This is an optimization exercise on Yosys and OpenROAD, whose aim is small area and a short achievable clock period, not a production implementation.
No activity file was given, so power comes from the tool's default toggle rates.

== before ==
==> flow/design.v <==
package poker_pkg;
    localparam int NUM_RANKS   = 13;
    localparam int NUM_SUITS   = 4;
    localparam int HOLE_CARDS  = 2;
    localparam int BOARD_CARDS = 5;
    localparam int RUN_LEN     = 5;
    localparam logic [3:0] CARD_MIN = 4'd2;
    localparam logic [3:0] CARD_MAX = 4'd14;
    localparam logic [4:0] CAT_ROYAL          = 5'd31;
    localparam logic [4:0] CAT_STRAIGHT_FLUSH = 5'd30;
    localparam logic [4:0] CAT_FOUR           = 5'd29;
    localparam logic [4:0] CAT_FULL_HOUSE     = 5'd28;
    localparam logic [4:0] CAT_FLUSH          = 5'd27;
    localparam logic [4:0] CAT_STRAIGHT       = 5'd26;
    localparam logic [4:0] CAT_THREE          = 5'd25;
    localparam logic [4:0] CAT_TWO_PAIR       = 5'd24;
    localparam logic [4:0] CAT_HIGH           = 5'd0;
    localparam logic [4:0] PAIR_BASE          = 5'd10;   
    localparam logic [3:0] HC_ROYAL          = 4'd0;
    localparam logic [3:0] HC_STRAIGHT_FLUSH = 4'd1;
    localparam logic [3:0] HC_FOUR           = 4'd2;
    localparam logic [3:0] HC_FULL_HOUSE     = 4'd3;
    localparam logic [3:0] HC_FLUSH          = 4'd4;
    localparam logic [3:0] HC_STRAIGHT       = 4'd5;
    localparam logic [3:0] HC_THREE          = 4'd6;
    localparam logic [3:0] HC_TWO_PAIR       = 4'd7;
    localparam logic [3:0] HC_PAIR           = 4'd8;
    localparam logic [3:0] HC_HIGH           = 4'd9;
endpackage
`timescale 1ns/1ns
module poker_eval_top (
    input  logic        clk,
    input  logic        rst_n,
    input  logic        in_valid,
    input  logic [11:0] hole_cards,
    input  logic [29:0] board_cards,
    output logic        out_valid,
    output logic [17:0] score
);
    function automatic logic [3:0] ge4of7(input logic [6:0] x);
        logic a1, a2, a3, a4, b1, b2, b3;
        a1 = |x[3:0];
        a2 = (x[0] | x[1]) & (x[2] | x[3]) | (x[0] & x[1]) | (x[2] & x[3]);
        a3 = (x[0] & x[1]) & (x[2] | x[3]) | (x[2] & x[3]) & (x[0] | x[1]);
        a4 = &x[3:0];
        b1 = |x[6:4];
        b2 = (x[4] & x[5]) | (x[6] & (x[4] | x[5]));
        b3 = &x[6:4];
        ge4of7 = {a4 | (a3 & b1) | (a2 & b2) | (a1 & b3),
                  a3 | b3 | (a2 & b1) | (a1 & b2),
                  a2 | b2 | (a1 & b1),
                  a1 | b1};
    endfunction
    function automatic logic [2:0] ge7of7(input logic [6:0] x);
        logic a2, a3, a4, b1, b2, b3;
        a2 = (x[0] | x[1]) & (x[2] | x[3]) | (x[0] & x[1]) | (x[2] & x[3]);
        a3 = (x[0] & x[1]) & (x[2] | x[3]) | (x[2] & x[3]) & (x[0] | x[1]);
        a4 = &x[3:0];
        b1 = |x[6:4];
        b2 = (x[4] & x[5]) | (x[6] & (x[4] | x[5]));
        b3 = &x[6:4];
        ge7of7 = {a4 & b3, (a4 & b2) | (a3 & b3), (a4 & b1) | (a3 & b2) | (a2 & b3)};
    endfunction
    logic [41:0] cards;
    logic [12:0] dh [7];                 
    logic [6:0]  sh [4];                 
    logic [3:0]  fsuit, six, sev;        
    logic [6:0]  inf;                    
    logic        flush_d, clr1_d, clr2_d;
    logic [12:0] m_d, c0_d, c1_d, c2_d;
    assign cards = {board_cards, hole_cards};
    always_comb begin
        for (int i = 0; i < 7; i++)
            for (int k = 0; k < 13; k++) dh[i][k] = (cards[6*i+2 +: 4] == 4'(k + 2));
        for (int s = 0; s < 4; s++) begin
            logic [2:0] c;
            for (int i = 0; i < 7; i++) sh[s][i] = (cards[6*i +: 2] == 2'(s));
            c = ge7of7(sh[s]);
            fsuit[s] = c[0];
            six[s]   = c[1];
            sev[s]   = c[2];
        end
        flush_d = |fsuit;
        clr1_d  = !flush_d || |six;
        clr2_d  = !flush_d || |sev;
        for (int i = 0; i < 7; i++)
            inf[i] = |(fsuit & {sh[3][i], sh[2][i], sh[1][i], sh[0][i]});
        for (int k = 0; k < 13; k++) begin
            logic [1:0] a, b, c;
            logic       fm;
            a = 2'(dh[0][k]) + 2'(dh[1][k]) + 2'(dh[2][k]);
            b = 2'(dh[3][k]) + 2'(dh[4][k]) + 2'(dh[5][k]);
            c = 2'(a[0]) + 2'(b[0]) + 2'(dh[6][k]);
            c0_d[k] = c[0];
            c1_d[k] = a[1] | b[1] | c[1];
            c2_d[k] = (a[1] & b[1]) | (a[1] & c[1]) | (b[1] & c[1]);
            fm = 1'b0;
            for (int i = 0; i < 7; i++) fm = fm | (dh[i][k] & inf[i]);
            m_d[k] = flush_d ? fm : (c[0] | c1_d[k]);
        end
    end
    logic [12:0] m, c0, c1, c2;
    logic        flush, clr1, clr2;
    logic        s1_valid;
    always_ff @(posedge clk) begin
        m     <= m_d;
        c0    <= c0_d;
        c1    <= c1_d;
        c2    <= c2_d;
        flush <= flush_d;
        clr1  <= clr1_d;
        clr2  <= clr2_d;
    end
    always_ff @(posedge clk or negedge rst_n) begin
        if (!rst_n) s1_valid <= 1'b0;
        else        s1_valid <= in_valid;
    end
    logic [12:0] sg, pr, tr, qd;        
    assign sg = c0 & ~c1;
    assign pr = c1 & ~c0 & ~c2;
    assign tr = c0 & c1;
    assign qd = c2;
    function automatic logic [12:0] top1(input logic [12:0] x);
        logic [12:0] t;
        for (int r = 0; r < 13; r++) t[r] = x[r] && !(|(x >> (r + 1)));
        top1 = t;
    endfunction
    function automatic logic [38:0] top3(input logic [12:0] x);
        logic [12:0] one, two, thr, t1, t2, t3;
        for (int r = 0; r < 13; r++) one[r] = |(x >> (r + 1));
        for (int r = 0; r < 13; r++) two[r] = |((x & one) >> (r + 1));
        for (int r = 0; r < 13; r++) thr[r] = |((x & two) >> (r + 1));
        t1 = x & ~one;
        t2 = x & one & ~two;
        t3 = x & two & ~thr;
        top3 = {t3, t2, t1};
    endfunction
    function automatic logic [3:0] enc(input logic [12:0] x);
        logic [3:0] e;
        e = '0;
        for (int r = 0; r < 13; r++) if (x[r]) e = e | 4'(r + 1);
        enc = e;
    endfunction
    logic [8:0]  win;
    logic        wheel, run_found;
    logic [12:0] run_low;
    always_comb begin
        for (int lo = 0; lo < 9; lo++) win[lo] = &m[lo +: 5];
        wheel     = &{m[12], m[3:0]};
        run_found = |win | wheel;
        run_low   = top1({4'b0, win});
    end
    logic [12:0] top5;
    always_comb begin
        logic [12:0] any_b, two_b;
        for (int k = 0; k < 13; k++) any_b[k] = |(m & ((13'd1 << k) - 13'd1));
        for (int k = 0; k < 13; k++) two_b[k] = |(m & any_b & ((13'd1 << k) - 13'd1));
        for (int k = 0; k < 13; k++)
            top5[k] = m[k] && !(clr1 && !any_b[k]) && !(clr2 && any_b[k] && !two_b[k]);
    end
    logic        any_q, any_t, any_p, any_z;
    logic [12:0] x, x1, z, y, y1, c_oh, d_oh;
    logic [3:0]  a_dec, b_dec, c_dec, d_dec;
    logic        is_four, is_fh, is_three, is_tp, is_pair;
    always_comb begin
        any_q = |qd;
        any_t = |tr;
        any_p = |pr;
        x     = any_q ? qd : (any_t ? tr : pr);
        x1    = top1(x);
        z     = (tr | pr) & ~x1;
        any_z = |z;
        y     = (any_z && !any_q) ? z : (m & ~x1);
        y1    = top1(y);
        c_oh  = top1(m & ~x1 & ~y1);
        d_oh  = top1(m & ~x1 & ~y1 & ~c_oh);
        is_four  = any_q;
        is_fh    = any_t && any_z;
        is_three = any_t;
        is_tp    = any_z;
        is_pair  = any_p;
        a_dec = enc(x1);
        b_dec = enc(y1);
        c_dec = enc(c_oh);
        d_dec = enc(d_oh);
    end
    logic [4:0]  cat_d;
    logic [12:0] tb_d;
    always_comb begin
        if (flush) begin
            if (win[8])          begin cat_d = 5'd31; tb_d = '0; end
            else if (run_found)  begin cat_d = 5'd30; tb_d = run_low; end
            else                 begin cat_d = 5'd27; tb_d = top5; end
        end
        else if (is_four)        begin cat_d = 5'd29; tb_d = {a_dec, b_dec, 5'd0}; end
        else if (is_fh)          begin cat_d = 5'd28; tb_d = {a_dec, b_dec, 5'd0}; end
        else if (run_found)      begin cat_d = 5'd26; tb_d = run_low; end
        else if (is_three)       begin cat_d = 5'd25; tb_d = {a_dec, b_dec, c_dec, 1'b0}; end
        else if (is_tp)          begin cat_d = 5'd24; tb_d = {a_dec, b_dec, c_dec, 1'b0}; end
        else if (is_pair)        begin cat_d = 5'd10 + {1'b0, a_dec}; tb_d = {b_dec, c_dec, d_dec, 1'b0}; end
        else                     begin cat_d = 5'd0;  tb_d = top5; end
    end
    always_ff @(posedge clk or negedge rst_n) begin
        if (!rst_n) begin
            score     <= '0;
            out_valid <= 1'b0;
        end else begin
            out_valid <= s1_valid;
            if (s1_valid) score <= {cat_d, tb_d};
        end
    end
endmodule
Settings: LEC_CHECK=0, ABC_AREA=1, CAP_MARGIN=20, CORE_MARGIN=2, CORE_UTILIZATION=40, SLEW_MARGIN=20; clock period 10.0 ns.
standard.sh (not shown) runs the stock make flow with config.mk's settings and CLKGATE_MAP_FILE= SYNTH_SCRIPT=/design/flow/synth_recipe.tcl, a recipe that flattens the netlist after the stock synthesis.
==> flow/flow/run.sh <==
#!/bin/bash
# Standard layout, with fast port buffers and timing repair aimed below the clock period.
set -euo pipefail
export BUFFER_PORTS_ARGS="-buffer_cell sky130_fd_sc_hd__buf_2"
export SETUP_SLACK_MARGIN=6
bash standard.sh > standard.log 2>&1
Here is what was changed in the inputs of after compared with before.
-- flow/design.v --
<<< before, line 68
    logic [6:0]  inf;                    
    logic        flush_d, clr1_d, clr2_d;
    logic [12:0] m_d, c0_d, c1_d, c2_d;
    assign cards = {board_cards, hole_cards};
    always_comb begin
>>> after, line 68
    logic [6:0]  inf;                    
    logic        flush_d, clr1_d, clr2_d;
    logic [12:0] c0_d, c1_d, c2_d;
    assign cards = {board_cards, hole_cards};
    always_comb begin
<<< before, line 92
            b = 2'(dh[3][k]) + 2'(dh[4][k]) + 2'(dh[5][k]);
            c = 2'(a[0]) + 2'(b[0]) + 2'(dh[6][k]);
            c0_d[k] = c[0];
            c1_d[k] = a[1] | b[1] | c[1];
            c2_d[k] = (a[1] & b[1]) | (a[1] & c[1]) | (b[1] & c[1]);
            fm = 1'b0;
            for (int i = 0; i < 7; i++) fm = fm | (dh[i][k] & inf[i]);
            m_d[k] = flush_d ? fm : (c[0] | c1_d[k]);
        end
    end
    logic [12:0] m, c0, c1, c2;
    logic        flush, clr1, clr2;
    logic        s1_valid;
    always_ff @(posedge clk) begin
        m     <= m_d;
        c0    <= c0_d;
        c1    <= c1_d;
>>> after, line 92
            b = 2'(dh[3][k]) + 2'(dh[4][k]) + 2'(dh[5][k]);
            c = 2'(a[0]) + 2'(b[0]) + 2'(dh[6][k]);
            fm = 1'b0;
            for (int i = 0; i < 7; i++) fm = fm | (dh[i][k] & inf[i]);
            c0_d[k] = flush_d ? fm : c[0];
            c1_d[k] = !flush_d && (a[1] | b[1] | c[1]);
            c2_d[k] = !flush_d && ((a[1] & b[1]) | (a[1] & c[1]) | (b[1] & c[1]));
        end
    end
    logic [12:0] c0, c1, c2;
    logic        flush, clr1, clr2;
    logic        s1_valid;
    always_ff @(posedge clk) begin
        c0    <= c0_d;
        c1    <= c1_d;
<<< before, line 116
        else        s1_valid <= in_valid;
    end
    logic [12:0] sg, pr, tr, qd;        
    assign sg = c0 & ~c1;
    assign pr = c1 & ~c0 & ~c2;
>>> after, line 114
        else        s1_valid <= in_valid;
    end
    logic [12:0] m, sg, pr, tr, qd;     
    assign m  = c0 | c1;
    assign sg = c0 & ~c1;
    assign pr = c1 & ~c0 & ~c2;
Findings:
Relative to before, the clock group power of after is lower by about 1%.
Comparing before and after, the lower final core utilization is on before.
after has number of inverters outside the clock class in the layout above what before had.
Going from before to after, count of cell types in the netlist has decreased; global-route usage +0.26 points; arrival time at the worst endpoint moved down; hold slack dropped 0.0057 ns.
Sort before and after by register area share after synthesis asc -> top: after
As of after, total met2 wirelength after detailed routing had risen by a little under 10% compared to before.
after vs before — sequential power dropped by more than 10%
Post-layout net count for after: 12 down relative to before
Function was not checked in any run of this note: the RTL went through the layout flow alone.

re-timing with driven ports:
The results above use ideal ports. As a check the final layouts listed here were re-extracted and re-timed, cells and wires unchanged.
Step 1 sets driving cells, clkbuf_16 on the clock port and buf_2 on the other inputs (assumed; they add their load-dependent delay and slew).
Step 2, shift: input delay + t, output delay - t, t = (earliest + latest rising clock arrival at the registers) / 2. This alone moves slack from input paths to output paths.
Three values: ideal ports, drivers, drivers and shift; two values: the first two.
run	t (ns)	slack for setup (ns)	hold slack, ns	worst data-port slew with drivers (ns)
before	0.388	5.859 / 5.859 / 5.761	0.478 / 0.478 / 0.478	0.03
after	0.379	5.894 / 5.894 / 5.689	0.473 / 0.473 / 0.473	0.06
After both steps setup and hold are still met in every run listed. For after, which loses most, drivers alone change the setup slack by 0.000 ns; drivers and shift together by -0.205 ns.
